Context: an optimization exercise on an open-source flow, tuned for small area. The choices shown serve that exercise and are no tape-out recipe. Function was checked by simulation only, so behaviour that the tests miss may differ from the original. Power is estimated from default activity; no workload was simulated. The flow treats the clock pin as an ideal source, which a real chip does not have.

## flow/run.sh

```bash
#!/bin/bash
# Standard ORFS layout (the standard.sh, standard synthesis unchanged) with two changes:
# port buffers use the smallest buffer cell, and clock tree synthesis uses clkbuf_16 sink
# clusters of up to 28 flip-flops within 100 um, without dummy loads.
set -euo pipefail
bash standard.sh finish \
  "BUFFER_PORTS_ARGS=-buffer_cell sky130_fd_sc_hd__buf_1" \
  "CTS_ARGS=-sink_clustering_enable -repair_clock_nets -dont_use_dummy_load -buf_list sky130_fd_sc_hd__clkbuf_16 -sink_clustering_size 28 -sink_clustering_max_diameter 100" \
  > make_finish.log 2>&1
```

## standard.sh

```bash
#!/bin/bash
# synth_recipe.tcl (not shown) runs the flow's synth.tcl, then flattens the netlist and writes it again
# the make line also repeats each setting of config.mk as NAME=value (left out here)
make -C /OpenROAD-flow-scripts/flow DESIGN_CONFIG=/design/flow/config.mk WORK_HOME=/design/flow/orfs CLKGATE_MAP_FILE= SYNTH_SCRIPT=/design/flow/synth_recipe.tcl "${@:-finish}"
```

## config.mk

```make
export PLATFORM = sky130hd
export DESIGN_NAME = side_ch
export DESIGN_NICKNAME = side_ch
export VERILOG_FILES = /design/flow/design.v
export SDC_FILE = /design/flow/constraint.sdc
export NUM_CORES = 4
export LEC_CHECK = 0
export CAP_MARGIN = 20
export CORE_MARGIN = 2
export CORE_UTILIZATION = 40
export SLEW_MARGIN = 20
```

## constraint.sdc

```tcl
create_clock -name core_clock -period 6.0 [get_ports {clk}]
set_input_delay 1.2000 -clock core_clock [delete_from_list [all_inputs] [get_ports {clk}]]
set_output_delay 1.2000 -clock core_clock [all_outputs]
set_load 0.01 [all_outputs]
```

## design.v

```verilog
package side_ch_pkg;
	localparam int REG_DATA_W = 32;
	localparam int REG_ADDR_W = 4;
	localparam logic [REG_ADDR_W-1:0] REG_TRIG_SEL     = 4'd0;
	localparam logic [REG_ADDR_W-1:0] REG_RSSI_TH      = 4'd1;
	localparam logic [REG_ADDR_W-1:0] REG_CAP_LEN      = 4'd2;
	localparam logic [REG_ADDR_W-1:0] REG_EVENT_SEL    = 4'd3;
	localparam logic [REG_ADDR_W-1:0] REG_ADDR2_TARGET = 4'd4;
	localparam logic [REG_ADDR_W-1:0] REG_ARM          = 4'd5;
	localparam logic [REG_ADDR_W-1:0] REG_CNT_BASE     = 4'd8;
	localparam logic [REG_ADDR_W-1:0] REG_DROP_CNT     = 4'd14;
	localparam int NUM_EVENTS = 6;
	localparam int COUNTER_W  = 16;
	localparam int RSSI_W     = 11;
	localparam int ADDR2_W    = 48;
	localparam int IQ_W      = 16;
	localparam int CAP_LEN_W = 8;
	localparam int TRIG_W    = 2;
	localparam logic [TRIG_W-1:0] TRIG_FREE_RUN = 2'd0;
	localparam logic [TRIG_W-1:0] TRIG_RSSI     = 2'd1;
	localparam logic [TRIG_W-1:0] TRIG_FCS_OK   = 2'd2;
	localparam int CAP_STATE_W = 2;
	localparam logic [CAP_STATE_W-1:0] CAP_IDLE  = 2'd0;
	localparam logic [CAP_STATE_W-1:0] CAP_ARMED = 2'd1;
	localparam logic [CAP_STATE_W-1:0] CAP_RUN   = 2'd2;
	localparam int FIFO_DEPTH = 16;
	localparam int FIFO_AW    = 4;
	localparam int STREAM_W   = 64;
	typedef logic [2*IQ_W-1:0] iq_sample_t;
	typedef logic [NUM_EVENTS-1:0][COUNTER_W-1:0] counter_arr_t;
endpackage
`timescale 1ns/1ps
import side_ch_pkg::*;
module side_ch_reg_bank
(
	input  logic                     clk,
	input  logic                     arst_n,
	input  logic                     reg_wr,
	input  logic                     reg_rd,
	input  logic [REG_ADDR_W-1:0]    reg_addr,
	input  logic [REG_DATA_W-1:0]    reg_wdata,
	input  logic [NUM_EVENTS-1:0][COUNTER_W-1:0] counters,
	input  logic [REG_DATA_W-1:0]    drop_cnt,
	output logic [REG_DATA_W-1:0]    reg_rdata,
	output logic                     reg_rvalid,
	output logic [TRIG_W-1:0]        cfg_trig_sel,
	output logic signed [RSSI_W-1:0] cfg_rssi_th,
	output logic [CAP_LEN_W-1:0]     cfg_cap_len,
	output logic [NUM_EVENTS-1:0]    cfg_event_sel,
	output logic [REG_DATA_W-1:0]    cfg_addr2_target,
	output logic                     cfg_arm,
	output logic [NUM_EVENTS-1:0]    cfg_counter_clr
);
	logic                  wr_q;
	logic [REG_ADDR_W-1:0] addr_q;
	logic [REG_DATA_W-1:0] rd_next;
	assign cfg_arm = wr_q && (addr_q == REG_ARM);
	always_comb
	begin
		for (int i = 0; i < NUM_EVENTS; i++)
		begin
			cfg_counter_clr[i] = wr_q && (addr_q == REG_ADDR_W'(REG_CNT_BASE + i));
		end
	end
	always_ff @(posedge clk)
	begin
		addr_q <= reg_addr;
	end
	always_ff @(posedge clk or negedge arst_n)
	begin
		if (!arst_n)
		begin
			cfg_trig_sel     <= '0;
			cfg_rssi_th      <= '0;
			cfg_cap_len      <= '0;
			cfg_event_sel    <= '0;
			cfg_addr2_target <= '0;
			wr_q             <= 1'b0;
		end
		else
		begin
			wr_q <= reg_wr;
			if (reg_wr)
			begin
				case (reg_addr)
					REG_TRIG_SEL:     cfg_trig_sel     <= reg_wdata[TRIG_W-1:0];
					REG_RSSI_TH:      cfg_rssi_th      <= $signed(reg_wdata[RSSI_W-1:0]);
					REG_CAP_LEN:      cfg_cap_len      <= reg_wdata[CAP_LEN_W-1:0];
					REG_EVENT_SEL:    cfg_event_sel    <= reg_wdata[NUM_EVENTS-1:0];
					REG_ADDR2_TARGET: cfg_addr2_target <= reg_wdata;
					default:          ;
				endcase
			end
		end
	end
	logic [15:0] rd_sel;
	always_comb
	begin
		for (int a = 0; a < 16; a++)
			rd_sel[a] = (reg_addr == REG_ADDR_W'(a));
		rd_next = ({REG_DATA_W{rd_sel[REG_TRIG_SEL]}}     & REG_DATA_W'(cfg_trig_sel))
		        | ({REG_DATA_W{rd_sel[REG_RSSI_TH]}}      & {{(REG_DATA_W-RSSI_W){1'b0}}, cfg_rssi_th})
		        | ({REG_DATA_W{rd_sel[REG_CAP_LEN]}}      & REG_DATA_W'(cfg_cap_len))
		        | ({REG_DATA_W{rd_sel[REG_EVENT_SEL]}}    & REG_DATA_W'(cfg_event_sel))
		        | ({REG_DATA_W{rd_sel[REG_ADDR2_TARGET]}} & cfg_addr2_target)
		        | ({REG_DATA_W{rd_sel[REG_DROP_CNT]}}     & drop_cnt);
		for (int i = 0; i < NUM_EVENTS; i++)
			rd_next = rd_next | ({REG_DATA_W{rd_sel[REG_CNT_BASE + i]}} & REG_DATA_W'(counters[i]));
	end
	always_ff @(posedge clk)
	begin
		reg_rdata <= rd_next;
	end
	always_ff @(posedge clk or negedge arst_n)
	begin
		if (!arst_n)
			reg_rvalid <= 1'b0;
		else
			reg_rvalid <= reg_rd;
	end
endmodule
`timescale 1ns/1ps
import side_ch_pkg::*;
module side_ch_event_counters
(
	input  logic                     clk,
	input  logic                     arst_n,
	input  logic                     short_preamble_detected,
	input  logic                     long_preamble_detected,
	input  logic                     pkt_header_valid_strobe,
	input  logic                     pkt_header_valid,
	input  logic                     fcs_in_strobe,
	input  logic                     fcs_ok,
	input  logic                     phy_tx_start,
	input  logic                     phy_tx_done,
	input  logic                     tx_pkt_need_ack,
	input  logic                     pkt_for_me,
	input  logic [ADDR2_W-1:0]       addr2,
	input  logic                     rssi_above,
	output logic [NUM_EVENTS-1:0][COUNTER_W-1:0] counters,
	input  logic [NUM_EVENTS-1:0]    cfg_event_sel,
	input  logic [REG_DATA_W-1:0]    cfg_addr2_target,
	input  logic [NUM_EVENTS-1:0]    cfg_counter_clr
);
	logic                  fcs_good;
	logic                  addr2_match;
	logic                  rssi_above_d;
	logic                  rssi_cross;
	logic [NUM_EVENTS-1:0] ev;
	assign fcs_good    = fcs_in_strobe && fcs_ok;
	assign addr2_match = (addr2[REG_DATA_W-1:0] == cfg_addr2_target);
	assign rssi_cross  = rssi_above && !rssi_above_d;
	always_comb
	begin
		ev[0] = cfg_event_sel[0] ? long_preamble_detected : short_preamble_detected;
		ev[1] = pkt_header_valid_strobe &&
			(cfg_event_sel[1] ? !pkt_header_valid : pkt_header_valid);
		ev[2] = fcs_in_strobe && (cfg_event_sel[2] ? !fcs_ok : fcs_ok);
		ev[3] = cfg_event_sel[3] ? phy_tx_done : phy_tx_start;
		ev[4] = fcs_good && (cfg_event_sel[4] ? pkt_for_me : addr2_match);
		ev[5] = cfg_event_sel[5] ? (phy_tx_start && tx_pkt_need_ack) : rssi_cross;
	end
	always_ff @(posedge clk or negedge arst_n)
	begin
		if (!arst_n)
			rssi_above_d <= 1'b0;
		else
			rssi_above_d <= rssi_above;
	end
	logic [NUM_EVENTS-1:0][COUNTER_W-1:0] cnt_inc;
	for (genvar i = 0; i < NUM_EVENTS; i++)
	begin : g_inc
		logic [COUNTER_W:0]   carry;
		logic [COUNTER_W-1:0] cnt;
		assign cnt      = counters[i];
		assign carry[0] = ev[i];
		for (genvar b = 0; b < COUNTER_W; b++)
		begin : g_bit
			assign cnt_inc[i][b] = cnt[b] ^ carry[b];
			assign carry[b+1]    = cnt[b] & carry[b];
		end
	end
	always_ff @(posedge clk or negedge arst_n)
	begin
		if (!arst_n)
		begin
			counters <= '0;
		end
		else
		begin
			for (int i = 0; i < NUM_EVENTS; i++)
			begin
				if (cfg_counter_clr[i])
					counters[i] <= '0;
				else
					counters[i] <= cnt_inc[i];
			end
		end
	end
endmodule
`timescale 1ns/1ps
import side_ch_pkg::*;
module side_ch_iq_capture
(
	input  logic                     clk,
	input  logic                     arst_n,
	input  logic [2*IQ_W-1:0]        sample0_in,
	input  logic [2*IQ_W-1:0]        sample1_in,
	input  logic                     sample_in_strobe,
	input  logic                     rssi_above,
	input  logic                     fcs_in_strobe,
	input  logic                     fcs_ok,
	output logic [STREAM_W-1:0]      take_word,
	output logic                     take,
	output logic                     take_last,
	input  logic [TRIG_W-1:0]        cfg_trig_sel,
	input  logic [CAP_LEN_W-1:0]     cfg_cap_len,
	input  logic                     cfg_arm
);
	logic [CAP_STATE_W-1:0] state;
	logic [CAP_LEN_W-1:0]   remaining;
	logic                   fcs_seen;
	logic                   trig_hit;
	logic                   last_word;
	assign take_word = {sample1_in[IQ_W-1:0], sample1_in[2*IQ_W-1:IQ_W],
	                    sample0_in[IQ_W-1:0], sample0_in[2*IQ_W-1:IQ_W]};
	always_comb
	begin
		case (cfg_trig_sel)
			TRIG_RSSI:   trig_hit = rssi_above;
			TRIG_FCS_OK: trig_hit = fcs_seen;
			default:     trig_hit = 1'b1;
		endcase
	end
	assign take      = sample_in_strobe && ((state == CAP_RUN) || ((state == CAP_ARMED) && trig_hit));
	assign last_word = (remaining == CAP_LEN_W'(1));
	assign take_last = take && last_word;
	always_ff @(posedge clk or negedge arst_n)
	begin
		if (!arst_n)
		begin
			state <= CAP_IDLE;
		end
		else
		begin
			if (take)
				state <= last_word ? CAP_IDLE : CAP_RUN;
			else if ((state == CAP_IDLE) && cfg_arm && (cfg_cap_len != '0))
				state <= CAP_ARMED;
			else if (state == CAP_STATE_W'(3))
				state <= CAP_IDLE;
		end
	end
	always_ff @(posedge clk)
	begin
		begin
			case (state)
				CAP_IDLE:
				begin
					if (cfg_arm && (cfg_cap_len != '0))
					begin
						remaining <= cfg_cap_len;
						fcs_seen  <= 1'b0;
					end
				end
				CAP_ARMED:
				begin
					if (fcs_in_strobe && fcs_ok)
						fcs_seen <= 1'b1;
				end
				default:  ;
			endcase
			if (take)
				remaining <= remaining - CAP_LEN_W'(1);
		end
	end
endmodule
`timescale 1ns/1ps
import side_ch_pkg::*;
module side_ch_stream_fifo
(
	input  logic                  clk,
	input  logic                  arst_n,
	input  logic [STREAM_W-1:0]   take_word,
	input  logic                  take,
	input  logic                  take_last,
	input  logic                  m_axis_tready,
	output logic                  m_axis_tvalid,
	output logic [STREAM_W-1:0]   m_axis_tdata,
	output logic                  m_axis_tlast,
	output logic [REG_DATA_W-1:0] drop_cnt
);
	logic [STREAM_W:0]       mem [0:FIFO_DEPTH-1];
	logic [FIFO_AW-1:0]      wr_ptr;
	logic [FIFO_DEPTH-1:0]   rd_oh;
	logic [FIFO_AW:0]        count;
	logic                    offered;
	logic                    full;
	logic                    push;
	logic                    pop;
	logic [FIFO_AW:0]        count_nx;
	logic [FIFO_AW-1:0]      wr_ptr_nx;
	logic                    full_nx;
	logic                    wr_en;
	logic [STREAM_W:0]       rd_word;
	assign full = count[FIFO_AW];
	assign push = offered && !full;
	assign pop  = m_axis_tvalid && m_axis_tready;
	assign count_nx  = count + (FIFO_AW+1)'(push) - (FIFO_AW+1)'(pop);
	assign wr_ptr_nx = wr_ptr + FIFO_AW'(push);
	assign full_nx = !pop && (full || (offered && (count == (FIFO_AW+1)'(FIFO_DEPTH-1))));
	assign wr_en   = take && !full_nx;
	logic                  drop_ev;
	logic [REG_DATA_W-1:0] drop_inc;
	assign drop_ev = offered && full;
	for (genvar k = 0; k < REG_DATA_W/8; k++)
	begin : g_drop_byte
		logic [8:0] c;
		if (k == 0)
			assign c[0] = drop_ev;
		else
			assign c[0] = drop_ev && (&drop_cnt[8*k-1:0]);
		for (genvar b = 0; b < 8; b++)
		begin : g_bit
			assign drop_inc[8*k+b] = drop_cnt[8*k+b] ^ c[b];
			assign c[b+1]          = drop_cnt[8*k+b] & c[b];
		end
	end
	always_ff @(posedge clk)
	begin
		for (int i = 0; i < FIFO_DEPTH; i++)
			if (wr_en && (wr_ptr_nx == FIFO_AW'(i)))
				mem[i] <= {take_last, take_word};
	end
	always_comb
	begin
		rd_word = '0;
		for (int i = 0; i < FIFO_DEPTH; i++)
		begin
			rd_word = rd_word | ({(STREAM_W+1){rd_oh[i]}} & mem[i]);
		end
	end
	assign m_axis_tvalid = (count != '0);
	assign m_axis_tdata  = rd_word[STREAM_W-1:0];
	assign m_axis_tlast  = rd_word[STREAM_W];
	always_ff @(posedge clk or negedge arst_n)
	begin
		if (!arst_n)
		begin
			offered  <= 1'b0;
			wr_ptr   <= '0;
			rd_oh    <= FIFO_DEPTH'(1);
			count    <= '0;
			drop_cnt <= '0;
		end
		else
		begin
			offered <= take;
			wr_ptr  <= wr_ptr_nx;
			count   <= count_nx;
			if (pop)
				rd_oh <= {rd_oh[FIFO_DEPTH-2:0], rd_oh[FIFO_DEPTH-1]};
			drop_cnt <= drop_inc;
		end
	end
endmodule
`timescale 1ns/1ps
import side_ch_pkg::*;
module side_ch
(
	input  logic                     clk,
	input  logic                     arst_n,
	input  logic                     reg_wr,
	input  logic                     reg_rd,
	input  logic [REG_ADDR_W-1:0]    reg_addr,
	input  logic [REG_DATA_W-1:0]    reg_wdata,
	output logic [REG_DATA_W-1:0]    reg_rdata,
	output logic                     reg_rvalid,
	input  logic                     short_preamble_detected,
	input  logic                     long_preamble_detected,
	input  logic                     pkt_header_valid_strobe,
	input  logic                     pkt_header_valid,
	input  logic                     fcs_in_strobe,
	input  logic                     fcs_ok,
	input  logic                     phy_tx_start,
	input  logic                     phy_tx_done,
	input  logic                     tx_pkt_need_ack,
	input  logic                     pkt_for_me,
	input  logic [ADDR2_W-1:0]       addr2,
	input  logic signed [RSSI_W-1:0] rssi_half_db,
	input  logic [2*IQ_W-1:0]        sample0_in,
	input  logic [2*IQ_W-1:0]        sample1_in,
	input  logic                     sample_in_strobe,
	output logic                     m_axis_tvalid,
	output logic [STREAM_W-1:0]      m_axis_tdata,
	output logic                     m_axis_tlast,
	input  logic                     m_axis_tready
);
	logic [NUM_EVENTS-1:0][COUNTER_W-1:0] counters;
	logic [REG_DATA_W-1:0] drop_cnt;
	logic [STREAM_W-1:0]   take_word;
	logic                  take;
	logic                  take_last;
	logic                  rssi_above;
	logic [TRIG_W-1:0]        cfg_trig_sel;
	logic signed [RSSI_W-1:0] cfg_rssi_th;
	logic [CAP_LEN_W-1:0]     cfg_cap_len;
	logic [NUM_EVENTS-1:0]    cfg_event_sel;
	logic [REG_DATA_W-1:0]    cfg_addr2_target;
	logic                     cfg_arm;
	logic [NUM_EVENTS-1:0]    cfg_counter_clr;
	assign rssi_above = (rssi_half_db > cfg_rssi_th);
	side_ch_reg_bank i_reg_bank (
		.clk        (clk),
		.arst_n     (arst_n),
		.reg_wr     (reg_wr),
		.reg_rd     (reg_rd),
		.reg_addr   (reg_addr),
		.reg_wdata  (reg_wdata),
		.counters   (counters),
		.drop_cnt   (drop_cnt),
		.reg_rdata  (reg_rdata),
		.reg_rvalid (reg_rvalid),
		.cfg_trig_sel     (cfg_trig_sel),
		.cfg_rssi_th      (cfg_rssi_th),
		.cfg_cap_len      (cfg_cap_len),
		.cfg_event_sel    (cfg_event_sel),
		.cfg_addr2_target (cfg_addr2_target),
		.cfg_arm          (cfg_arm),
		.cfg_counter_clr  (cfg_counter_clr)
	);
	side_ch_event_counters i_event_counters (
		.clk                     (clk),
		.arst_n                  (arst_n),
		.short_preamble_detected (short_preamble_detected),
		.long_preamble_detected  (long_preamble_detected),
		.pkt_header_valid_strobe (pkt_header_valid_strobe),
		.pkt_header_valid        (pkt_header_valid),
		.fcs_in_strobe           (fcs_in_strobe),
		.fcs_ok                  (fcs_ok),
		.phy_tx_start            (phy_tx_start),
		.phy_tx_done             (phy_tx_done),
		.tx_pkt_need_ack         (tx_pkt_need_ack),
		.pkt_for_me              (pkt_for_me),
		.addr2                   (addr2),
		.rssi_above              (rssi_above),
		.counters                (counters),
		.cfg_event_sel           (cfg_event_sel),
		.cfg_addr2_target        (cfg_addr2_target),
		.cfg_counter_clr         (cfg_counter_clr)
	);
	side_ch_iq_capture i_iq_capture (
		.clk              (clk),
		.arst_n           (arst_n),
		.sample0_in       (sample0_in),
		.sample1_in       (sample1_in),
		.sample_in_strobe (sample_in_strobe),
		.rssi_above       (rssi_above),
		.fcs_in_strobe    (fcs_in_strobe),
		.fcs_ok           (fcs_ok),
		.take_word        (take_word),
		.take             (take),
		.take_last        (take_last),
		.cfg_trig_sel     (cfg_trig_sel),
		.cfg_cap_len      (cfg_cap_len),
		.cfg_arm          (cfg_arm)
	);
	side_ch_stream_fifo i_stream_fifo (
		.clk           (clk),
		.arst_n        (arst_n),
		.take_word     (take_word),
		.take          (take),
		.take_last     (take_last),
		.m_axis_tready (m_axis_tready),
		.m_axis_tvalid (m_axis_tvalid),
		.m_axis_tdata  (m_axis_tdata),
		.m_axis_tlast  (m_axis_tlast),
		.drop_cnt      (drop_cnt)
	);
endmodule
```

==> metrics.csv, run 1 <==
stage,metric,value,unit
run_status,status,"complete, no violations",
global_route,Total GRT Usage,0.212,
timing,Slew @ Worst Pin,1120,ps
global_route,total gr overflow,0,
floorplanning,Cell Rows,128,
clock_tree,cts hold-fix bufs,0,
cells_and_area,final net count,3286,
timing,Final setup violation count,0,
synth,post-synthesis cell count,2744,
place,routability congestion estimate,0.875,
setup_path,CP most frequent cell,ha_1,
floorplanning,Die Y,354,µm
synth,Synth Warn #,5,
floorplanning,Die X,354,µm
global_route,number of global-route vias before repair,27100,
pwr,pwr dens,300,nW/µm²
global_route,pin count of the biggest net entering global routing,87,
clock_tree,Num CTS Buffers,56,
clock_tree,clock buffer depth,3,
setup_path,crit start category,input pin,
synth,Post-synth ARST share,0.167,
timing,slew margin rel.,0.253,
cells_and_area,Layout Cells excl Fill,4599,
synth,post-synth top area share,0.642,
timing,RSZ-0062 raised after global routing,false,
clock_tree,"Reg clk slew, reported paths",110,ps
cells_and_area,filler cell count,10800,
synth,post-synthesis register bit count,1303,
timing,"Hold Violations, Final",0,
route,Vias,27500,
run,Max-Cap Viols,0,
synth,"Top FF cell, synth",edfxtp_1,
global_route,initial antenna violation count,21,
clock_tree,post-cts sizing count,0,
clock_tree,CTS tree,done,
synth,"Distinct cells, synth",61,
setup_path,CP endpoint kind,flop,
place,Placed Area,52200,µm²
synth,Syn Nets,3062,
clock_tree,CTS H-tree depth,2,
synth,Post-synth EDFFs,1049,
timing,clk_skew,109,ps
synth,"Avg Cell Area, Syn",17.9,µm²
setup_path,arrival time worst endpoint,5680,ps
clock_tree,clock latency on the worst-skew pair,700,ps
setup_path,critical path peak fanout,3,
setup_path,slowest cell on the critical path,a211o_1,
setup_path,Critical Path RT,6510,ps
synth,"top cells by count, synth","edfxtp_1, a22o_1, a221oi_1",
floorplanning,Starting Density,0.403,
timing,crit share post-route,0.862,
route,DRT iter0 DRCs,3075,
pwr,P_leak,18.4,nW
floorplanning,Ports,274,
floorplanning,Core Area,122000,µm²
timing,crit path time final,5170,ps
timing,max-slew violation count,0,
synth,most frequent cell after synthesis,edfxtp_1,
min_path,HP Class,reg -> reg,
clock_tree,setup bufs post-CTS,0,
synth,"area leader, netlist",edfxtp_1,
synth,"top cells by area, synth","edfxtp_1, dfrtp_1, a22o_1, a221oi_1, ha_1",
timing,Fin Setup TNS,0,ps
timing,FMAX,193,MHz
global_route,first-pass GRT wire length,194,mm
clock_tree,CTS root buf,clkbuf_16,
cells_and_area,Area Growth Syn to Fin,9.26,%
setup_path,critical path's largest stage delay,380,ps
route,Final ANT Viol Nets,0,
route,DRT Pass-1 Iters,6,
setup_path,Crit Path Class,in -> reg,
cells_and_area,final instance area,53600,µm²
place,Port Buffers,257,
route,vias per inst,5.97,
route,DRC Markers,0,
floorplanning,Die Area,126000,µm²
pwr,total power,16.1,mW
setup_path,CP Cell Sequence,buf_1 -> ha_1 -> a21oi_1 -> o21ai_0 -> a211o_1 -> and2_1 -> a32o_1 -> ha_1 -> ha_1 -> ha_1 -> ha_1 -> ha_1 -> ha_1 -> ha_1 -> ha_1 -> ha_1 -> ha_1 -> ha_1 -> ha_1 -> ha_1 -> ha_1 -> ha_1 -> xnor2_1 -> nor2_1,
cells_and_area,layout cells sized above 1,0.0813,
route,WL/cell,29.6,µm
synth,Mapped Area,49100,µm²
clock_tree,CTS Sinks,1303,
pwr,Max VDD drop,320,µV
synth,sequential area share after synthesis,0.768,
place,Placed Cells,4535,
route,DRT Wirelength,136,mm
place,HPWL after DPL,74.5,mm
## registers in the layout (all words and copies together), names as in the netlist, 6 cells and up
| register | cells |
|---|---|
| i_event_counters.counters | 96 |
| i_iq_capture.remaining | 8 |
| i_reg_bank.cfg_addr2_target | 32 |
| i_reg_bank.cfg_cap_len | 8 |
| i_reg_bank.cfg_event_sel | 6 |
| i_reg_bank.cfg_rssi_th | 11 |
| i_reg_bank.reg_rdata | 32 |
| i_stream_fifo.drop_cnt | 32 |
| i_stream_fifo.mem | 1040 |
| i_stream_fifo.rd_oh | 16 |
## critical path, delay by kind of cell
family          cells  cell delay [ps]
fa+ha+maj          16             3090
compound gates      4              880
simple gates        2              270
xor+xnor            1              150
buf+inv             1               70
## cells in the final DEF, fill, tap and decap left out, drive strengths merged, types with 3 or more instances in the layout
cell type,count
a32oi,5
and3,4
a22oi,36
inv,38
nand3,13
nand2,31
a221oi,270
dfxtp,36
diode,8
a211o,3
dfrtp,217
nor3,10
edfxtp,1049
buf,313
a21oi,10
mux2i,4
nor2,46
mux2,84
nand2b,4
o211ai,3
nand4,91
xor2,14
ha,142
a22o,287
a222oi,6
clkbuf,57
nor2b,71
nor4,6
xnor2,42
and2,36
o21ai,6
## final timing paths
path | startpoint | end | slack, ps | cells after the start
max reg2reg | i_reg_bank.cfg_rssi_th[6] | i_event_counters.counters[95] | 910 | 24
min | i_reg_bank.cfg_rssi_th[2] | i_reg_bank.cfg_rssi_th[2] | 520 | 1
min reg2reg | i_reg_bank.cfg_rssi_th[2] | i_reg_bank.cfg_rssi_th[2] | 520 | 1
min in group asynchronous | arst_n | i_event_counters.counters[72] | 670 | 1
max | rssi_half_db[6] | i_event_counters.counters[95] | 830 | 24
max in group asynchronous | arst_n | i_reg_bank.cfg_addr2_target[29] | 4300 | 2
## area by class of cell
type | count | area [µm²] | area share
Antenna cell | 8 | 20.0 | 0.000373
Clock buffer | 56 | 1400 | 0.0261
Inverter | 38 | 143 | 0.00266
Multi-Input combinational cell | 1255 | 10800 | 0.202
Sequential cell | 1303 | 37700 | 0.704
Tap cell | 1625 | 2030 | 0.0379
Timing Repair Buffer | 314 | 1470 | 0.0273
## routing by layer
metal | vias to the layer above | track usage | share of wire
met2 | 1079 | 0.344 | 0.48
li1 | 11700 | - | -
met5 | - | 0 | 0.0010
met3 | 165 | 0.0387 | 0.078
met4 | 24 | 0.0475 | 0.019
met1 | 14500 | 0.299 | 0.42
## report_power, final
group	internal (mW)	switching, mW	total, mW	leakage (nW)
logic	0.459	0.771	1.23	5.17
clock network	1.67	2.66	4.33	0.690
registers	10.2	0.313	10.5	12.5
total	12.3	3.75	16.1	18.4
## kinds of logic (layout without fill, tap and decap cells)
group / Yosys count / in the layout / synth area share
AO/OA/AOI/OAI: 643 / 643 / 0.113
XOR/XNOR: 56 / 56 / 0.00999
adder cells (fa/ha/maj): 143 / 143 / 0.0366
buffers and inverters: 186 / 408 / 0.0148
flip-flops: 1303 / 1303 / 0.768
multiplexers: 88 / 88 / 0.0201
other: 0 / 8 / 0
AND/OR/NAND/NOR: 325 / 325 / 0.0381
## per-stage QoR
stage,utilization,setup WS (ps),hold slack (ps)
2_1_floorplan,-,-277,442
3_3_place_gp,0.429,180,487
3_5_place_dp,0.429,168,495
4_1_cts,0.440,872,521
5_1_grt,0.440,630,544
6_report,0.441,830,519
==> inputs of run 2 (changes only) <==
==> flow/run.sh (replaced) <==
#!/bin/bash
# ORFS layout through the standard.sh with three changes:
#  - synthesis is the standard flow's own script (synth_recipe.tcl) with only the combinational
#    mapping changed: abc runs flow/area.abc, an area-oriented mapping, in place of
#    the flow's speed script (flip-flop mapping, flattening and naming are unchanged);
#  - port buffers use the smallest buffer cell;
#  - clock tree synthesis uses clkbuf_16 sink clusters of up to 28 flip-flops within
#    100 um, without dummy loads.
set -euo pipefail
W=$(pwd)
cat > "$W/flow_synth.tcl" <<EOS
proc abc {args} {
  set i [lsearch -exact \$args -script]
  if {\$i >= 0} { set args [lreplace \$args [expr {\$i+1}] [expr {\$i+1}] $W/flow/area.abc] }
  yosys abc {*}\$args
}
source $W/synth_recipe.tcl
EOS
bash standard.sh finish \
  "SYNTH_SCRIPT=$W/flow_synth.tcl" \
  "BUFFER_PORTS_ARGS=-buffer_cell sky130_fd_sc_hd__buf_1" \
  "CTS_ARGS=-sink_clustering_enable -repair_clock_nets -dont_use_dummy_load -buf_list sky130_fd_sc_hd__clkbuf_16 -sink_clustering_size 28 -sink_clustering_max_diameter 100" \
  > make_finish.log 2>&1
==> flow/area.abc (new file) <==
&get -n
&st
&dch
&nf -R 1000 -p -C 32 -F 8
&put
==> run 2 against run 1 <==
Flip-flop and latch count is the same. Cell count fell by 3.1%. Critical path depth grew 1. Non-clock buffer count grew 23. Via count fell by 1.3%. Maximum frequency increased by 0.53%. Combinational power up 41%. Synthesized cell count decreased by 7.9%. Critical path type unchanged. Largest cell class unchanged. Largest power group unchanged. Highest routed layer unchanged.
==> metrics.csv, run 2 <==
stage,metric,value,unit
run_status,status,"complete, no violations",
setup_path,CP endpoint kind,flop,
floorplanning,Ports,274,
clock_tree,CTS Sinks,1303,
setup_path,arrival time worst endpoint,5730,ps
clock_tree,CTS H-tree depth,2,
setup_path,critical path peak fanout,3,
synth,Syn Nets,2844,
cells_and_area,final net count,3237,
cells_and_area,Layout Cells excl Fill,4458,
timing,Fin Setup TNS,0,ps
cells_and_area,"leading cell types in the layout, fill and taps excluded","edfxtp_1, a222oi_1, buf_1",
cells_and_area,filler cell count,10100,
floorplanning,Starting Density,0.404,
cells_and_area,largest registers,"i_stream_fifo.mem: 1040 flops, i_event_counters.counters: 96 flops",
floorplanning,Die X,349,µm
route,DRT Pass-1 Iters,9,
cells_and_area,layout cells sized above 1,0.0586,
clock_tree,CTS root buf,clkbuf_16,
route,Vias,27100,
route,DRT iter0 DRCs,3968,
pwr,Max VDD drop,263,µV
timing,clk_skew,123,ps
timing,RSZ-0062 raised after global routing,false,
floorplanning,Die Y,349,µm
floorplanning,Die Area,122000,µm²
route,DRC Markers,0,
clock_tree,clock buffer depth,3,
synth,Post-synth EDFFs,1049,
clock_tree,post-cts sizing count,0,
global_route,number of global-route vias before repair,27100,
synth,most frequent cell after synthesis,edfxtp_1,
route,Final ANT Viol Nets,0,
synth,Post-synth ARST share,0.167,
clock_tree,clock latency on the worst-skew pair,690,ps
place,HPWL after DPL,72.7,mm
synth,Mapped Area,47700,µm²
setup_path,Critical Path RT,6590,ps
synth,"Avg Cell Area, Syn",18.9,µm²
synth,post-synth top area share,0.661,
route,DRT Wirelength,127,mm
place,Port Buffers,257,
setup_path,Crit Path Class,in -> reg,
route,vias per inst,6.08,
synth,post-synthesis cell count,2526,
cells_and_area,Reg with most FFs,i_stream_fifo.mem,
global_route,Total GRT Usage,0.204,
clock_tree,Num CTS Buffers,54,
synth,"top cells by area, synth","edfxtp_1, dfrtp_1, a222oi_1, ha_1, a22oi_1",
global_route,pin count of the biggest net entering global routing,85,
clock_tree,CTS tree,done,
synth,"area leader, netlist",edfxtp_1,
synth,"Distinct cells, synth",40,
synth,"Top FF cell, synth",edfxtp_1,
timing,crit path time final,5140,ps
timing,max-slew violation count,0,
floorplanning,Core Area,118000,µm²
cells_and_area,Area Growth Syn to Fin,11.2,%
synth,sequential area share after synthesis,0.791,
global_route,first-pass GRT wire length,183,mm
timing,FMAX,194,MHz
cells_and_area,max reg flops,1040,
synth,Synth Warn #,5,
pwr,P_leak,18.0,nW
route,WL/cell,28.5,µm
global_route,total gr overflow,0,
run,Max-Cap Viols,0,
timing,crit share post-route,0.857,
synth,post-synthesis register bit count,1303,
pwr,pwr dens,324,nW/µm²
place,routability congestion estimate,0.827,
timing,slew margin rel.,0.241,
timing,Final setup violation count,0,
cells_and_area,"commonest non-fill, non-tap cell in the layout",edfxtp_1,
clock_tree,cts hold-fix bufs,0,
min_path,HP Class,reg -> reg,
timing,"Hold Violations, Final",0,
synth,"top cells by count, synth","edfxtp_1, a222oi_1, dfrtp_1",
clock_tree,"Reg clk slew, reported paths",110,ps
timing,Slew @ Worst Pin,1140,ps
place,Placed Cells,4399,
global_route,initial antenna violation count,17,
floorplanning,Cell Rows,126,
clock_tree,setup bufs post-CTS,0,
setup_path,crit start category,input pin,
-- run 2: changes by cell type after synthesis, sizes merged, moves of 38 or more --
cell | before | now
a22o | 287 | 35
and4 | 2 | 57
a22oi | 36 | 105
nand3 | 13 | 66
nor2b | 71 | 33
clkbuf | 103 | 0
a221oi | 270 | 24
a222oi | 6 | 281
nand2 | 31 | 82
nand4 | 91 | 34
inv | 38 | 0
buf | 45 | 0
-- run 2: kinds of logic after synthesis --
| group | share of synthesized area |
|---|---|
| AO/OA/AOI/OAI | 0.0915 |
| XOR/XNOR | 0.0101 |
| adder cells (fa/ha/maj) | 0.0377 |
| buffers and inverters | 0.00213 |
| flip-flops | 0.791 |
| multiplexers | 0.0154 |
| AND/OR/NAND/NOR | 0.0526 |
-- run 2: worst paths after layout --
kind	from	slack, ps	cells past startpoint	endpoint
setup reg to reg	i_reg_bank.cfg_rssi_th[2]	960	25	i_event_counters.counters[95]
hold reg to reg	i_stream_fifo.drop_cnt[31]	450	1	i_reg_bank.reg_rdata[31]
hold / removal	i_stream_fifo.drop_cnt[31]	450	1	i_reg_bank.reg_rdata[31]
setup / recovery	rssi_half_db[2]	860	25	i_event_counters.counters[95]
max in group asynchronous	arst_n	4210	2	i_stream_fifo.drop_cnt[31]
min in group asynchronous	arst_n	610	1	i_event_counters.counters[30]
-- run 2: layout make-up --
type	instances	area, µm²	share of cell area
sequential	1303	37700	0.711
multi-input combinational	1196	10000	0.189
tap	1536	1920	0.0363
timing repair buffer	337	1870	0.0353
clock buffer	54	1350	0.0255
inverter	27	101	0.00191
antenna	5	12.5	0.000236
-- run 2: critical path, cell delays in order --
cell and delay (ps):
buf_1 90, ha_1 330, a21oi_1 130, o21ai_0 90, a221oi_1 340, a21boi_0 140
o21a_1 180, a32o_1 240, ha_1 190, ha_1 180, ha_1 180, ha_1 190
ha_1 180, ha_1 180, ha_1 180, ha_1 180, ha_1 170, ha_1 170
ha_1 180, ha_1 180, ha_1 180, ha_1 180, ha_1 180, xor2_1 150
and2_0 140
-- run 2: power by group --
part | switching [mW] | total, mW | leakage (nW) | internal (mW)
logic | 1.25 | 1.74 | 4.71 | 0.485
registers | 0.393 | 11.3 | 12.6 | 10.9
clock network | 2.57 | 4.18 | 0.665 | 1.61
total | 4.22 | 17.2 | 18.0 | 13.0
-- run 2: metal layers --
metal	track usage	part of all wire	vias up
li1	-	-	11500
met3	0.0351	0.092	215
met1	0.273	0.40	14000
met2	0.342	0.48	1366
met4	0.0581	0.027	22
met5	0	0.0011	-
-- run 2: per-stage QoR --
stage	hold slack, ps	worst slack (ps)	power [mW]	cell area, µm²	util
2_1_floorplan	442	-632	12.2	47700	-
3_3_place_gp	465	76.4	13.1	51600	0.437
3_5_place_dp	466	125	13.2	51600	0.437
4_1_cts	460	872	17.3	53000	0.449
5_1_grt	476	632	17.8	53000	0.449
6_report	454	858	17.2	53000	0.449
==> inputs of run 3 (changes only) <==
--- a/design.v
+++ b/design.v
@@ -292,23 +292,19 @@
 );
 	logic [STREAM_W:0]       mem [0:FIFO_DEPTH-1];
 	logic [FIFO_AW-1:0]      wr_ptr;
-	logic [FIFO_DEPTH-1:0]   rd_oh;
-	logic [FIFO_AW:0]        count;
-	logic                    offered;
+	logic [FIFO_AW-1:0]      rd_ptr;
 	logic                    full;
+	logic                    offered;
 	logic                    push;
 	logic                    pop;
-	logic [FIFO_AW:0]        count_nx;
 	logic [FIFO_AW-1:0]      wr_ptr_nx;
 	logic                    full_nx;
 	logic                    wr_en;
 	logic [STREAM_W:0]       rd_word;
-	assign full = count[FIFO_AW];
 	assign push = offered && !full;
 	assign pop  = m_axis_tvalid && m_axis_tready;
-	assign count_nx  = count + (FIFO_AW+1)'(push) - (FIFO_AW+1)'(pop);
 	assign wr_ptr_nx = wr_ptr + FIFO_AW'(push);
-	assign full_nx = !pop && (full || (offered && (count == (FIFO_AW+1)'(FIFO_DEPTH-1))));
+	assign full_nx = !pop && (full || (offered && (wr_ptr + FIFO_AW'(1) == rd_ptr)));
 	assign wr_en   = take && !full_nx;
 	logic                  drop_ev;
 	logic [REG_DATA_W-1:0] drop_inc;
@@ -337,10 +333,10 @@
 		rd_word = '0;
 		for (int i = 0; i < FIFO_DEPTH; i++)
 		begin
-			rd_word = rd_word | ({(STREAM_W+1){rd_oh[i]}} & mem[i]);
+			rd_word = rd_word | ({(STREAM_W+1){rd_ptr == FIFO_AW'(i)}} & mem[i]);
 		end
 	end
-	assign m_axis_tvalid = (count != '0);
+	assign m_axis_tvalid = full || (wr_ptr != rd_ptr);
 	assign m_axis_tdata  = rd_word[STREAM_W-1:0];
 	assign m_axis_tlast  = rd_word[STREAM_W];
 	always_ff @(posedge clk or negedge arst_n)
@@ -349,17 +345,17 @@
 		begin
 			offered  <= 1'b0;
 			wr_ptr   <= '0;
-			rd_oh    <= FIFO_DEPTH'(1);
-			count    <= '0;
+			rd_ptr   <= '0;
+			full     <= 1'b0;
 			drop_cnt <= '0;
 		end
 		else
 		begin
 			offered <= take;
 			wr_ptr  <= wr_ptr_nx;
-			count   <= count_nx;
+			full    <= full_nx;
 			if (pop)
-				rd_oh <= {rd_oh[FIFO_DEPTH-2:0], rd_oh[FIFO_DEPTH-1]};
+				rd_ptr <= rd_ptr + FIFO_AW'(1);
 			drop_cnt <= drop_inc;
 		end
 	end
==> run 3 against run 2 <==
Worst setup slack lost 120 ps. Final area shrank 0.81%. Clock skew is essentially flat. Global-route usage grew 0.062 points. Maximum frequency shrank 2.2%. Combinational power grew to 3.4 times the previous value. Synthesized area shrank 0.80%. Critical path type unchanged. Largest cell class unchanged. Largest power group unchanged. Highest routed layer unchanged.
==> metrics.csv, run 3 <==
stage,metric,value,unit
cells_and_area,"leading cell types in the layout, fill and taps excluded","edfxtp_1, a222oi_1, buf_1",
setup_path,critical path's largest stage delay,330,ps
global_route,first-pass GRT wire length,182,mm
place,routability congestion estimate,0.810,
place,Port Buffers,257,
min_path,HP Class,reg -> reg,
route,DRC Markers,0,
timing,crit path time final,5260,ps
clock_tree,CTS root buf,clkbuf_16,
floorplanning,Starting Density,0.402,
route,DRT iter0 DRCs,3524,
global_route,Total GRT Usage,0.205,
clock_tree,CTS Sinks,1287,
global_route,total gr overflow,0,
cells_and_area,Reg with most FFs,i_stream_fifo.mem,
synth,"area leader, netlist",edfxtp_1,
pwr,pwr dens,411,nW/µm²
cells_and_area,max reg flops,1040,
synth,post-synthesis register bit count,1287,
setup_path,CP most frequent cell,ha_1,
timing,FMAX,190,MHz
setup_path,critical path peak fanout,3,
clock_tree,cts hold-fix bufs,0,
clock_tree,post-cts sizing count,0,
timing,"crit path setup slack, layout",740,ps
setup_path,Critical Path RT,6570,ps
route,WL/cell,28.2,µm
clock_tree,setup bufs post-CTS,0,
synth,"top cells by area, synth","edfxtp_1, dfrtp_1, a222oi_1, ha_1, dfxtp_1",
global_route,number of global-route vias before repair,27200,
timing,Final setup violation count,0,
cells_and_area,"commonest non-fill, non-tap cell in the layout",edfxtp_1,
floorplanning,Die Y,348,µm
route,DRT Wirelength,126,mm
place,HPWL after DPL,69.7,mm
synth,Post-synth ARST share,0.157,
global_route,initial antenna violation count,21,
clock_tree,clock buffer depth,3,
cells_and_area,largest registers,"i_stream_fifo.mem: 1040 flops, i_event_counters.counters: 96 flops",
route,vias per inst,5.95,
timing,"Hold Violations, Final",0,
cells_and_area,Util after Layout,0.447,
setup_path,CP endpoint kind,flop,
clock_tree,CTS tree,done,
clock_tree,Num CTS Buffers,54,
synth,post-synthesis cell count,2539,
synth,Synth Warn #,5,
synth,most frequent cell after synthesis,edfxtp_1,
synth,Syn Nets,2854,
setup_path,arrival time worst endpoint,5830,ps
synth,"Top FF cell, synth",edfxtp_1,
synth,"top cells by count, synth","edfxtp_1, a222oi_1, dfrtp_1",
floorplanning,Cell Rows,126,
run_status,status,"complete, no violations",
clock_tree,CTS H-tree depth,2,
place,dpl ws,37.2,ps
floorplanning,Die X,348,µm
setup_path,slowest cell on the critical path,ha_1,
pwr,total power,21.6,mW
synth,"Avg Cell Area, Syn",18.6,µm²
synth,post-synth top area share,0.666,
timing,Slew @ Worst Pin,1140,ps
pwr,P_leak,17.7,nW
setup_path,Crit Path Class,in -> reg,
synth,Post-synth EDFFs,1049,
timing,clk_skew,123,ps
global_route,pin count of the biggest net entering global routing,141,
timing,crit share post-route,0.877,
timing,max-slew violation count,0,
timing,Fin Setup TNS,0,ps
timing,slew margin rel.,0.238,
synth,"Distinct cells, synth",36,
floorplanning,Ports,274,
floorplanning,Die Area,121000,µm²
route,DRT Pass-1 Iters,8,
route,Vias,26600,
route,Final ANT Viol Nets,0,
setup_path,crit start category,input pin,
synth,sequential area share after synthesis,0.789,
clock_tree,"Reg clk slew, reported paths",100,ps
clock_tree,clock latency on the worst-skew pair,690,ps
pwr,Max VDD drop,382,µV
synth,Mapped Area,47300,µm²
cells_and_area,final net count,3234,
run,Max-Cap Viols,0,
setup_path,crit-path leading delay family,adder cells,
timing,Hold WS,491,ps
cells_and_area,layout cells sized above 1,0.0552,
floorplanning,Core Area,118000,µm²
timing,RSZ-0062 raised after global routing,false,
cells_and_area,Area Growth Syn to Fin,11.2,%
setup_path,WP buf/inv,1,
==> run 3: through the flow <==
stage / cell area, µm² / std cells
6_report: 52600 / 4464
5_1_grt: 52600 / 4461
2_1_floorplan: 47400 / 2539
3_3_place_gp: 51200 / 4399
4_1_cts: 52500 / 4453
3_5_place_dp: 51200 / 4399
==> run 3: layer usage <==
metal,GRT usage,vias to the layer above,part of all wire
li1,-,11500,-
met5,0,-,0.0011
met2,0.355,1128,0.50
met1,0.263,13700,0.39
met4,0.0608,22,0.027
met3,0.0346,188,0.078
==> run 3: final timing paths <==
| check | startpoint | endpoint | slack [ps] | depth (start not counted) |
|---|---|---|---|---|
| min in group asynchronous | arst_n | i_reg_bank.cfg_addr2_target[27] | 680 | 1 |
| worst min-delay path | i_event_counters.counters[82] | i_reg_bank.reg_rdata[2] | 490 | 2 |
| max in group asynchronous | arst_n | i_event_counters.counters[56] | 4050 | 2 |
| worst max register to register | i_reg_bank.cfg_rssi_th[3] | i_event_counters.counters[95] | 900 | 22 |
| worst min register to register | i_event_counters.counters[82] | i_reg_bank.reg_rdata[2] | 490 | 2 |
| worst max-delay path | rssi_half_db[9] | i_event_counters.counters[95] | 740 | 25 |
==> run 3: logic make-up after synthesis <==
family / share of synthesized area
compound gates: 0.0907
xor+xnor: 0.0111
fa+ha+maj: 0.0371
buf+inv: 0.00167
flops: 0.789
mux: 0.0117
simple gates: 0.0593
==> run 3: layout make-up <==
| type | instances | area [µm²] |
|---|---|---|
| repair buffers | 324 | 1720 |
| clock buffers | 54 | 1350 |
| well taps | 1536 | 1920 |
| diodes | 11 | 27.5 |
| fillers | 10100 | 65000 |
| multi-input cells | 1231 | 10200 |
| flip-flops and latches | 1287 | 37300 |
| inverters | 21 | 78.8 |
==> run 3: worst register-to-register path, delay by kind of cell, from the launching register on <==
family / cells / cell delay [ps]
buf+inv: 1 / 130
flops: 1 / 390
fa+ha+maj: 16 / 3130
xor+xnor: 1 / 150
simple gates: 2 / 270
compound gates: 2 / 900
==> run 3: where the power goes <==
group          internal [mW]  total [mW]  switching [mW]
combinational           1.76        5.88            4.11
clock                   1.61        4.14            2.53
sequential              11.1        11.6           0.469
==> inputs of run 4 (changes only) <==
==> flow/run.sh (replaced) <==
#!/bin/bash
# ORFS layout through the standard.sh with three changes:
#  - synthesis is the standard flow's own script (synth_recipe.tcl) with only the combinational
#    mapping changed: abc runs flow/area.abc, an area-oriented mapping, in place of
#    the flow's speed script (flip-flop mapping, flattening and naming are unchanged);
#  - port buffers use the smallest buffer cell;
#  - clock tree synthesis uses clkbuf_16 sink clusters of up to 32 flip-flops within
#    120 um, without dummy loads.
set -euo pipefail
W=$(pwd)
cat > "$W/flow_synth.tcl" <<EOS
proc abc {args} {
  set i [lsearch -exact \$args -script]
  if {\$i >= 0} { set args [lreplace \$args [expr {\$i+1}] [expr {\$i+1}] $W/flow/area.abc] }
  yosys abc {*}\$args
}
source $W/synth_recipe.tcl
EOS
bash standard.sh finish \
  "SYNTH_SCRIPT=$W/flow_synth.tcl" \
  "BUFFER_PORTS_ARGS=-buffer_cell sky130_fd_sc_hd__buf_1" \
  "CTS_ARGS=-sink_clustering_enable -repair_clock_nets -dont_use_dummy_load -buf_list sky130_fd_sc_hd__clkbuf_16 -sink_clustering_size 32 -sink_clustering_max_diameter 120" \
  > make_finish.log 2>&1
--- a/config.mk
+++ b/config.mk
@@ -7,5 +7,5 @@
 export LEC_CHECK = 0
 export CAP_MARGIN = 20
 export CORE_MARGIN = 2
-export CORE_UTILIZATION = 40
+export CORE_UTILIZATION = 70
 export SLEW_MARGIN = 20
==> run 4 against run 3 <==
Die area decreased by 42%. Clock power decreased by 8.2%. Power decreased by 2.7%. Maximum frequency increased by 0.64%. Combinational power decreased by 4.1%. Critical path depth unchanged. Global-route usage increased by 12 points. Worst hold slack improved by 0.71 ps.
==> metrics.csv, run 4 <==
stage,metric,value,unit
setup_path,crit-path leading delay family,adder cells,
clock_tree,Num CTS Buffers,46,
synth,"Avg Cell Area, Syn",18.6,µm²
place,Placed Cells,3734,
place,Placed Area,50300,µm²
setup_path,critical path peak fanout,4,
clock_tree,setup bufs post-CTS,0,
floorplanning,Die Area,69600,µm²
route,Vias,26900,
timing,Slew @ Worst Pin,991,ps
cells_and_area,"leading cell types in the layout, fill and taps excluded","edfxtp_1, a222oi_1, buf_1",
timing,"Hold Violations, Final",0,
floorplanning,Cell Rows,95,
cells_and_area,Layout Cells excl Fill,3787,
timing,crit share post-route,0.871,
place,HPWL after DPL,63.8,mm
floorplanning,Ports,274,
route,Final ANT Viol Nets,0,
floorplanning,Die Y,264,µm
timing,Final setup violation count,0,
global_route,pin count of the biggest net entering global routing,142,
place,routability congestion estimate,0.881,
route,DRT Pass-1 Iters,13,
global_route,number of global-route vias before repair,27300,
clock_tree,CTS H-tree depth,2,
route,DRT iter0 DRCs,4224,
route,vias per inst,7.11,
synth,Post-synth ARST share,0.157,
synth,"Distinct cells, synth",36,
synth,"top cells by count, synth","edfxtp_1, a222oi_1, dfrtp_1",
cells_and_area,final net count,3224,
setup_path,slack of the worst reg-to-reg path,950,ps
setup_path,arrival time worst endpoint,5750,ps
cells_and_area,largest registers,"i_stream_fifo.mem: 1040 flops, i_event_counters.counters: 96 flops",
timing,Fin Setup TNS,0,ps
timing,FMAX,191,MHz
pwr,pwr dens,409,nW/µm²
clock_tree,CTS Sinks,1287,
synth,"top cells by area, synth","edfxtp_1, dfrtp_1, a222oi_1, ha_1, dfxtp_1",
setup_path,CP endpoint kind,flop,
clock_tree,clock buffer depth,3,
pwr,P_leak,17.6,nW
timing,crit path time final,5230,ps
global_route,first-pass GRT wire length,167,mm
synth,"area leader, netlist",edfxtp_1,
floorplanning,Starting Density,0.705,
setup_path,WP buf/inv,1,
clock_tree,clock latency on the worst-skew pair,660,ps
setup_path,slowest cell on the critical path,ha_1,
cells_and_area,filler cell count,3787,
floorplanning,Die X,264,µm
pwr,total power,21.0,mW
clock_tree,"Reg clk slew, reported paths",120,ps
setup_path,Critical Path RT,6530,ps
global_route,total gr overflow,0,
setup_path,crit start category,input pin,
synth,Mapped Area,47300,µm²
setup_path,Crit Path Class,in -> reg,
floorplanning,Core Area,67000,µm²
pwr,Max VDD drop,369,µV
timing,slew margin rel.,0.339,
setup_path,CP most frequent cell,ha_1,
clock_tree,post-cts sizing count,0,
global_route,initial antenna violation count,10,
setup_path,critical path's largest stage delay,340,ps
synth,"Top FF cell, synth",edfxtp_1,
clock_tree,CTS tree,done,
synth,sequential area share after synthesis,0.789,
route,WL/cell,29.8,µm
min_path,HP Class,reg -> reg,
synth,Syn Nets,2854,
cells_and_area,max reg flops,1040,
synth,Post-synth EDFFs,1049,
place,Port Buffers,257,
cells_and_area,"commonest non-fill, non-tap cell in the layout",edfxtp_1,
cells_and_area,Area Growth Syn to Fin,8.77,%
route,DRT Wirelength,113,mm
synth,post-synthesis cell count,2539,
synth,most frequent cell after synthesis,edfxtp_1,
cells_and_area,layout cells sized above 1,0.0513,
synth,Synth Warn #,5,
cells_and_area,Reg with most FFs,i_stream_fifo.mem,
clock_tree,CTS root buf,clkbuf_16,
timing,max-slew violation count,0,
clock_tree,cts hold-fix bufs,0,
timing,clk_skew,67.3,ps
global_route,Total GRT Usage,0.324,
timing,Hold WS,492,ps
route,DRC Markers,0,
synth,post-synthesis register bit count,1287,
run,Max-Cap Viols,0,
synth,post-synth top area share,0.666,
run_status,status,"complete, no violations",
timing,RSZ-0062 raised after global routing,false,
cells_and_area,final instance area,51400,µm²
==> run 4: worst reg2reg max path: stages, from the launching register on <==
cell,delay [ps]
dfrtp_1,370
clkinv_1,110
ha_1,350
and3_1,200
a221oi_1,290
nand3_1,140
xnor2_1,140
o41ai_1,110
o31ai_1,150
ha_1,220
ha_1,210
ha_1,190
ha_1,180
ha_1,180
ha_1,180
ha_1,190
ha_1,190
ha_1,190
ha_1,180
ha_1,180
ha_1,180
ha_1,180
ha_1,180
ha_1,190
xor2_1,150
and2_0,140
==> run 4: per-layer routing <==
metal,part of all wire,global-route usage,vias to the layer above
met2,0.50,0.545,1679
met3,0.11,0.0448,205
met4,0.031,0.110,8
met1,0.36,0.446,13600
met5,0.00047,0,-
li1,-,-,11500
==> run 4: through the flow <==
step	setup slack, ps	utilization
2_1_floorplan	-367	-
3_3_place_gp	195	0.750
3_5_place_dp	98.3	0.750
4_1_cts	789	0.767
5_1_grt	651	0.767
6_report	774	0.767
==> run 4: final timing paths <==
path,startpoint,endpoint,cells past startpoint
setup reg to reg,i_reg_bank.cfg_rssi_th[10],i_event_counters.counters[95],25
setup / recovery,rssi_half_db[10],i_event_counters.counters[95],25
hold reg to reg,i_stream_fifo.drop_cnt[31],i_stream_fifo.drop_cnt[31],1
max in group asynchronous,arst_n,i_reg_bank.cfg_addr2_target[30],2
hold / removal,i_stream_fifo.drop_cnt[31],i_stream_fifo.drop_cnt[31],1
min in group asynchronous,arst_n,i_event_counters.counters[95],1
==> run 4: cell type report <==
type	count	area, µm²	area share
flip-flops and latches	1287	37300	0.725
multi-input cells	1231	10200	0.198
repair buffers	322	1640	0.0320
clock buffers	46	1150	0.0224
well taps	873	1090	0.0212
inverters	21	78.8	0.00153
diodes	7	17.5	0.000341
==> run 4: logic make-up after synthesis <==
group,after synthesis,synth area share
compound gates,479,0.0907
xor+xnor,60,0.0111
fa+ha+maj,140,0.0371
buf+inv,21,0.00167
flops,1287,0.789
mux,49,0.0117
simple gates,503,0.0593
==> run 4: report_power, final <==
group	leakage [nW]	internal [mW]	total [mW]	switching, mW
Combinational	4.64	1.74	5.64	3.90
Clock	0.567	1.39	3.80	2.41
Sequential	12.4	11.1	11.6	0.467
Total	17.6	14.2	21.0	6.78
==> inputs of run 5 (changes only) <==
==> flow/run.sh (replaced) <==
#!/bin/bash
# ORFS layout through the standard.sh with three changes:
#  - synthesis is the standard flow's own script (synth_recipe.tcl) with only the combinational
#    mapping changed: no adder cells are extracted (ADDER_MAP_FILE empty), and abc
#    runs flow/area.abc, an area-oriented mapping, in place of the flow's speed
#    script (flip-flop mapping, flattening and naming are unchanged);
#  - port buffers use the smallest buffer cell;
#  - clock tree synthesis uses clkbuf_16 sink clusters of up to 30 flip-flops within
#    120 um, without dummy loads.
set -euo pipefail
W=$(pwd)
cat > "$W/flow_synth.tcl" <<EOS
proc abc {args} {
  set i [lsearch -exact \$args -script]
  if {\$i >= 0} { set args [lreplace \$args [expr {\$i+1}] [expr {\$i+1}] $W/flow/area.abc] }
  yosys abc {*}\$args
}
source $W/synth_recipe.tcl
EOS
bash standard.sh finish \
  "SYNTH_SCRIPT=$W/flow_synth.tcl" \
  "ADDER_MAP_FILE=" \
  "BUFFER_PORTS_ARGS=-buffer_cell sky130_fd_sc_hd__buf_1" \
  "CTS_ARGS=-sink_clustering_enable -repair_clock_nets -dont_use_dummy_load -buf_list sky130_fd_sc_hd__clkbuf_16 -sink_clustering_size 30 -sink_clustering_max_diameter 120" \
  > make_finish.log 2>&1
==> run 5 against run 4 <==
Critical path depth shrank 18. Flip-flop and latch count is the same. Worst hold slack gained 13 ps. Synthesized area shrank 1.1%. Register-to-register slack gained 400 ps. Die area shrank 1.1%. First-iteration DRC count shrank 0.78%. Wire length shrank 0.16%. Utilization grew 0.57 points. Sequential power is essentially flat. Non-clock buffer count grew 6. Largest power group unchanged.
==> metrics.csv, run 5 <==
stage,metric,value,unit
run_status,status,"complete, no violations",
place,HPWL after DPL,65.3,mm
synth,"top cells by count, synth","edfxtp_1, a222oi_1, dfrtp_1",
clock_tree,"Reg clk slew, reported paths",110,ps
floorplanning,Cell Rows,94,
synth,Syn Nets,2764,
min_path,HP Class,reg -> reg,
setup_path,critical path peak fanout,42,
cells_and_area,final net count,3142,
floorplanning,Die Area,68900,µm²
synth,post-synthesis register bit count,1287,
clock_tree,CTS Sinks,1287,
global_route,met1 GRT Util,0.459,
pwr,Max VDD drop,359,µV
pwr,pwr dens,407,nW/µm²
synth,"top cells by area, synth","edfxtp_1, dfrtp_1, a222oi_1, a22oi_1, dfxtp_1",
timing,FMAX,203,MHz
route,DRC Markers,0,
timing,Final setup violation count,0,
cells_and_area,layout cells sized above 1,0.0526,
floorplanning,Die Y,262,µm
synth,most frequent cell after synthesis,edfxtp_1,
global_route,initial antenna violation count,10,
route,Vias,27600,
cells_and_area,Util after Layout,0.773,
clock_tree,setup bufs post-CTS,0,
synth,Post-synth EDFFs,1049,
clock_tree,CTS H-tree depth,2,
synth,post-synthesis cell count,2589,
clock_tree,Num CTS Buffers,48,
synth,"area leader, netlist",edfxtp_1,
cells_and_area,filler cell count,3656,
clock_tree,post-cts sizing count,0,
setup_path,arrival time worst endpoint,3730,ps
route,Final ANT Viol Nets,0,
clock_tree,clock buffer depth,3,
floorplanning,Die X,262,µm
cells_and_area,largest registers,"i_stream_fifo.mem: 1040 flops, i_event_counters.counters: 96 flops",
synth,Synth Warn #,5,
global_route,number of global-route vias before repair,27500,
route,DRT iter0 DRCs,4191,
pwr,P_leak,16.6,nW
cells_and_area,"commonest non-fill, non-tap cell in the layout",edfxtp_1,
global_route,first-pass GRT wire length,169,mm
global_route,total gr overflow,0,
synth,"Distinct cells, synth",42,
clock_tree,clock latency on the worst-skew pair,640,ps
timing,slew margin rel.,0.238,
route,DRT Pass-1 Iters,9,
clock_tree,CTS root buf,clkbuf_16,
floorplanning,Starting Density,0.708,
setup_path,Critical Path RT,4800,ps
global_route,pin count of the biggest net entering global routing,107,
timing,max-slew violation count,0,
timing,"Hold Violations, Final",0,
global_route,GRT busiest layer,met2,
floorplanning,Core Area,66000,µm²
cells_and_area,Reg area,37300,µm²
place,routability congestion estimate,0.897,
setup_path,CP endpoint kind,output pin,
timing,Slew @ Worst Pin,1140,ps
synth,"Top FF cell, synth",edfxtp_1,
synth,Post-synth ARST share,0.157,
cells_and_area,multi-input logic area,9670,µm²
global_route,Total GRT Usage,0.328,
cells_and_area,"leading cell types in the layout, fill and taps excluded","edfxtp_1, a222oi_1, buf_1",
timing,crit path time final,4930,ps
route,WL/cell,29.4,µm
setup_path,crit start category,flop,
synth,sequential area share after synthesis,0.797,
route,vias per inst,7.19,
timing,RSZ-0062 raised after global routing,false,
synth,post-synth top area share,0.674,
timing,Fin Setup TNS,0,ps
synth,"Avg Cell Area, Syn",18.1,µm²
global_route,met3 usage,0.0524,
cells_and_area,Area Growth Syn to Fin,9.08,%
floorplanning,Ports,274,
route,DRT Wirelength,113,mm
timing,crit share post-route,0.821,
clock_tree,cts hold-fix bufs,0,
cells_and_area,max reg flops,1040,
place,Port Buffers,257,
setup_path,Crit Path Class,reg -> out,
cells_and_area,Reg with most FFs,i_stream_fifo.mem,
run,Max-Cap Viols,0,
timing,clk_skew,36.0,ps
clock_tree,CTS tree,done,
global_route,met2 usage,0.546,
synth,Mapped Area,46700,µm²
## run 5: report_power, final
part,switching (mW),internal [mW]
registers,0.530,11.0
clock network,2.41,1.45
logic,3.73,1.67
## run 5: routing by layer
metal  vias to the layer above  routed length (µm)
met5                         -                  49
met4                         8                2950
met3                       215               12300
met2                      1618               55700
met1                     14000               41600
li1                      11700                   -
## run 5: through the flow
step / area, µm² / total power [mW] / hold WS [ps] / setup WS [ps] / std cells
final: 51000 / 20.8 / 505 / 1070 / 3835
after global placement: 49800 / 16.8 / 477 / 634 / 3781
after floorplan: 46700 / 14.5 / 447 / -222 / 2589
after detailed placement: 49800 / 17.0 / 484 / 550 / 3781
after CTS: 51000 / 20.7 / 502 / 1150 / 3829
after global routing: 51000 / 21.5 / 530 / 730 / 3833
## run 5: cells by family (layout without fill, tap and decap cells)
family | after synthesis | count (layout) | share of synthesized area
other | 0 | 6 | 0
buffers and inverters | 11 | 387 | 0.000883
muxes | 58 | 58 | 0.0139
and+or+nand+nor | 579 | 579 | 0.0663
DFF | 1287 | 1287 | 0.797
xor gates and xnor gates | 113 | 113 | 0.0212
AOI/OAI and AO/OA | 541 | 541 | 0.100
## run 5: final timing paths
check | depth (start not counted) | from | slack (ps) | to
max | 7 | i_stream_fifo.rd_ptr[2] | 1070 | m_axis_tdata[33]
min | 1 | i_stream_fifo.drop_cnt[8] | 510 | i_stream_fifo.drop_cnt[8]
max reg2reg | 18 | i_reg_bank.cfg_rssi_th[4] | 1350 | i_event_counters.counters[95]
min reg2reg | 1 | i_stream_fifo.drop_cnt[8] | 510 | i_stream_fifo.drop_cnt[8]
max in group asynchronous | 2 | arst_n | 4230 | i_stream_fifo.wr_ptr[0]
min in group asynchronous | 1 | arst_n | 630 | i_reg_bank.cfg_addr2_target[15]
## run 5: worst max-delay path: stages (launching register included)
cell and delay, ps:
dfrtp_1 650, nand2b_1 350, nor2_4 790, buf_12 380, a222oi_1 150, and4_1 260, nand3_1 290, buf_1 200
## run 5: layout make-up
cell class / instances / area share
Inverter: 11 / 0.000810
Antenna cell: 6 / 0.000294
Clock buffer: 48 / 0.0236
Sequential cell: 1287 / 0.731
Timing Repair Buffer: 328 / 0.0334
Multi-Input combinational cell: 1291 / 0.190
Tap cell: 864 / 0.0212
==> inputs of run 6 (changes only) <==
--- a/design.v
+++ b/design.v
@@ -405,7 +405,17 @@
 	logic [REG_DATA_W-1:0]    cfg_addr2_target;
 	logic                     cfg_arm;
 	logic [NUM_EVENTS-1:0]    cfg_counter_clr;
-	assign rssi_above = (rssi_half_db > cfg_rssi_th);
+	logic [RSSI_W:0]   gt_chain;
+	logic [RSSI_W-1:0] ua;
+	logic [RSSI_W-1:0] ub;
+	assign ua = {~rssi_half_db[RSSI_W-1], rssi_half_db[RSSI_W-2:0]};
+	assign ub = {~cfg_rssi_th[RSSI_W-1], cfg_rssi_th[RSSI_W-2:0]};
+	assign gt_chain[0] = 1'b0;
+	for (genvar b = 0; b < RSSI_W; b++)
+	begin : g_gt
+		assign gt_chain[b+1] = (ua[b] & ~ub[b]) | (ua[b] & gt_chain[b]) | (~ub[b] & gt_chain[b]);
+	end
+	assign rssi_above = gt_chain[RSSI_W];
 	side_ch_reg_bank i_reg_bank (
 		.clk        (clk),
 		.arst_n     (arst_n),
==> run 6 against run 5 <==
Die area is 0.43% lower. Flip-flop and latch count unchanged. Largest cell class unchanged. Non-clock buffer count up 53. Critical path depth grew 17. Still clean on timing, DRC and antenna. Final area rose by 1.4%.
==> metrics.csv, run 6 <==
stage,metric,value,unit
place,Port Buffers,257,
setup_path,crit start category,input pin,
synth,Mapped Area,46500,µm²
global_route,initial antenna violation count,2,
pwr,total power,20.7,mW
min_path,HP Class,reg -> reg,
timing,Fin Setup TNS,0,ps
timing,slew margin rel.,0.240,
timing,Slew @ Worst Pin,1140,ps
cells_and_area,"leading cell types in the layout, fill and taps excluded","edfxtp_1, a222oi_1, buf_1",
place,routability congestion estimate,0.874,
cells_and_area,Area Growth Syn to Fin,11.1,%
synth,most frequent cell after synthesis,edfxtp_1,
floorplanning,Die Area,68600,µm²
pwr,pwr dens,401,nW/µm²
synth,"area leader, netlist",edfxtp_1,
pwr,part of the power in registers,0.551,
cells_and_area,layout cells sized above 1,0.0766,
global_route,met2 usage,0.539,
route,vias per inst,7.14,
run_status,status,"complete, no violations",
place,HPWL after DPL,69.1,mm
timing,"Hold Violations, Final",0,
global_route,first-pass GRT wire length,165,mm
synth,"top cells by count, synth","edfxtp_1, a222oi_1, dfrtp_1",
route,DRT Wirelength,112,mm
synth,"Top FF cell, synth",edfxtp_1,
cells_and_area,max reg flops,1040,
route,DRC Markers,0,
global_route,number of global-route vias before repair,27300,
synth,"Avg Cell Area, Syn",18.1,µm²
clock_tree,Num CTS Buffers,48,
clock_tree,setup bufs post-CTS,0,
floorplanning,Die X,262,µm
route,Final ANT Viol Nets,0,
timing,clk_skew,26.6,ps
cells_and_area,filler cell count,3585,
global_route,pin count of the biggest net entering global routing,171,
timing,max-slew violation count,0,
clock_tree,clock latency on the worst-skew pair,640,ps
global_route,Total GRT Usage,0.324,
route,Vias,27600,
global_route,met1 GRT Util,0.451,
global_route,GRT busiest layer,met2,
clock_tree,CTS Sinks,1287,
setup_path,critical path peak fanout,4,
clock_tree,CTS H-tree depth,2,
timing,Hold WS,511,ps
clock_tree,post-cts sizing count,0,
clock_tree,CTS tree,done,
global_route,total gr overflow,0,
pwr,cell-internal power,14.2,mW
floorplanning,Cell Rows,94,
cells_and_area,Reg with most FFs,i_stream_fifo.mem,
cells_and_area,"commonest non-fill, non-tap cell in the layout",edfxtp_1,
route,WL/cell,28.8,µm
synth,"Distinct cells, synth",42,
setup_path,CP endpoint kind,flop,
cells_and_area,Layout Cells excl Fill,3868,
floorplanning,Die Y,262,µm
setup_path,Critical Path RT,6550,ps
cells_and_area,largest registers,"i_stream_fifo.mem: 1040 flops, i_event_counters.counters: 96 flops",
pwr,P_leak,16.9,nW
synth,sequential area share after synthesis,0.801,
pwr,Max VDD drop,421,µV
pwr,total net switching power,6.55,mW
clock_tree,cts hold-fix bufs,0,
setup_path,Crit Path Class,in -> reg,
route,DRT Pass-1 Iters,10,
clock_tree,"Reg clk slew, reported paths",110,ps
global_route,met3 usage,0.0491,
## run 6: cell types whose count changed after synthesis, sizes merged, moves of 11 or more
cell    previous run  this run
nand2             88        77
nand4              8        29
a22o              55        20
a22oi             98       142
a21oi             51        62
a222oi           262       279
a221oi            44        10
nand3             94        74
## run 6: final timing paths
path,endpoint,slack [ps],cells after the start,from
setup / recovery,i_event_counters.counters[95],220,24,rssi_half_db[0]
hold / removal,i_stream_fifo.drop_cnt[8],510,1,i_stream_fifo.drop_cnt[8]
setup reg to reg,i_event_counters.counters[95],590,23,i_reg_bank.cfg_rssi_th[1]
hold reg to reg,i_stream_fifo.drop_cnt[8],510,1,i_stream_fifo.drop_cnt[8]
max in group asynchronous,i_event_counters.counters[61],4110,2,arst_n
min in group asynchronous,i_reg_bank.reg_rvalid,540,1,arst_n
## run 6: worst max-delay path, stage by stage
cell and delay, ps:
buf_1 110, nor2b_1 150, maj3_2 290, maj3_2 290
maj3_2 290, maj3_2 290, maj3_2 290, maj3_2 290
maj3_2 310, maj3_2 300, maj3_2 300, maj3_2 310
a32oi_1 190, nor2b_1 100, and3_1 170, and3_4 160
and2_4 140, and3_4 180, and3_4 170, and2_4 130
and3_4 170, and2_4 150, and3_4 170, nor3_2 140
## run 6: metal layers
metal / vias up / share of wire / routed length (µm)
met1: 13900 / 0.36 / 40500
met3: 232 / 0.11 / 12100
li1: 11800 / - / -
met4: 2 / 0.035 / 3850
met5: - / 0.00012 / 13
met2: 1753 / 0.49 / 55000
## run 6: logic make-up after synthesis
kind of cell    after synthesis  synth area share
compound gates              538            0.0987
xor+xnor                    101            0.0190
fa+ha+maj                    10           0.00215
buf+inv                      17           0.00137
flops                      1287             0.801
mux                          50            0.0120
simple gates                569            0.0658
## run 6: power by group through the flow
stage / Combinational (mW) / Sequential [mW] / Clock (mW)
final: 5.46 / 11.4 / 3.85
after floorplan: 2.80 / 11.5 / 0
after detailed placement: 5.38 / 11.6 / 0
after global routing: 5.79 / 11.5 / 4.14
after CTS: 5.43 / 11.4 / 3.87
after global placement: 5.28 / 11.5 / 0
## run 6: cell type report
cell class / instances / area (µm²) / area share
antenna: 3 / 7.51 / 0.000145
clock buffer: 48 / 1200 / 0.0232
inverter: 17 / 63.8 / 0.00123
multi-input combinational: 1268 / 9510 / 0.184
sequential: 1287 / 37300 / 0.721
tap: 864 / 1080 / 0.0209
timing repair buffer: 381 / 2590 / 0.0500
## run 6: metrics by stage
step / setup WS (ps) / area, µm²
after global placement: -418 / 50500
final: 225 / 51700
after CTS: 258 / 51700
after global routing: 103 / 51700
after floorplan: -113 / 46700
after detailed placement: -390 / 50500

Setup slack of run 6, layout unchanged: 0.225 ns with ideal ports, 0.258 ns with driving cells assumed (clock clkbuf_16, inputs buf_2), -0.433 ns with port delays also shifted by the 0.692 ns mid clock arrival.
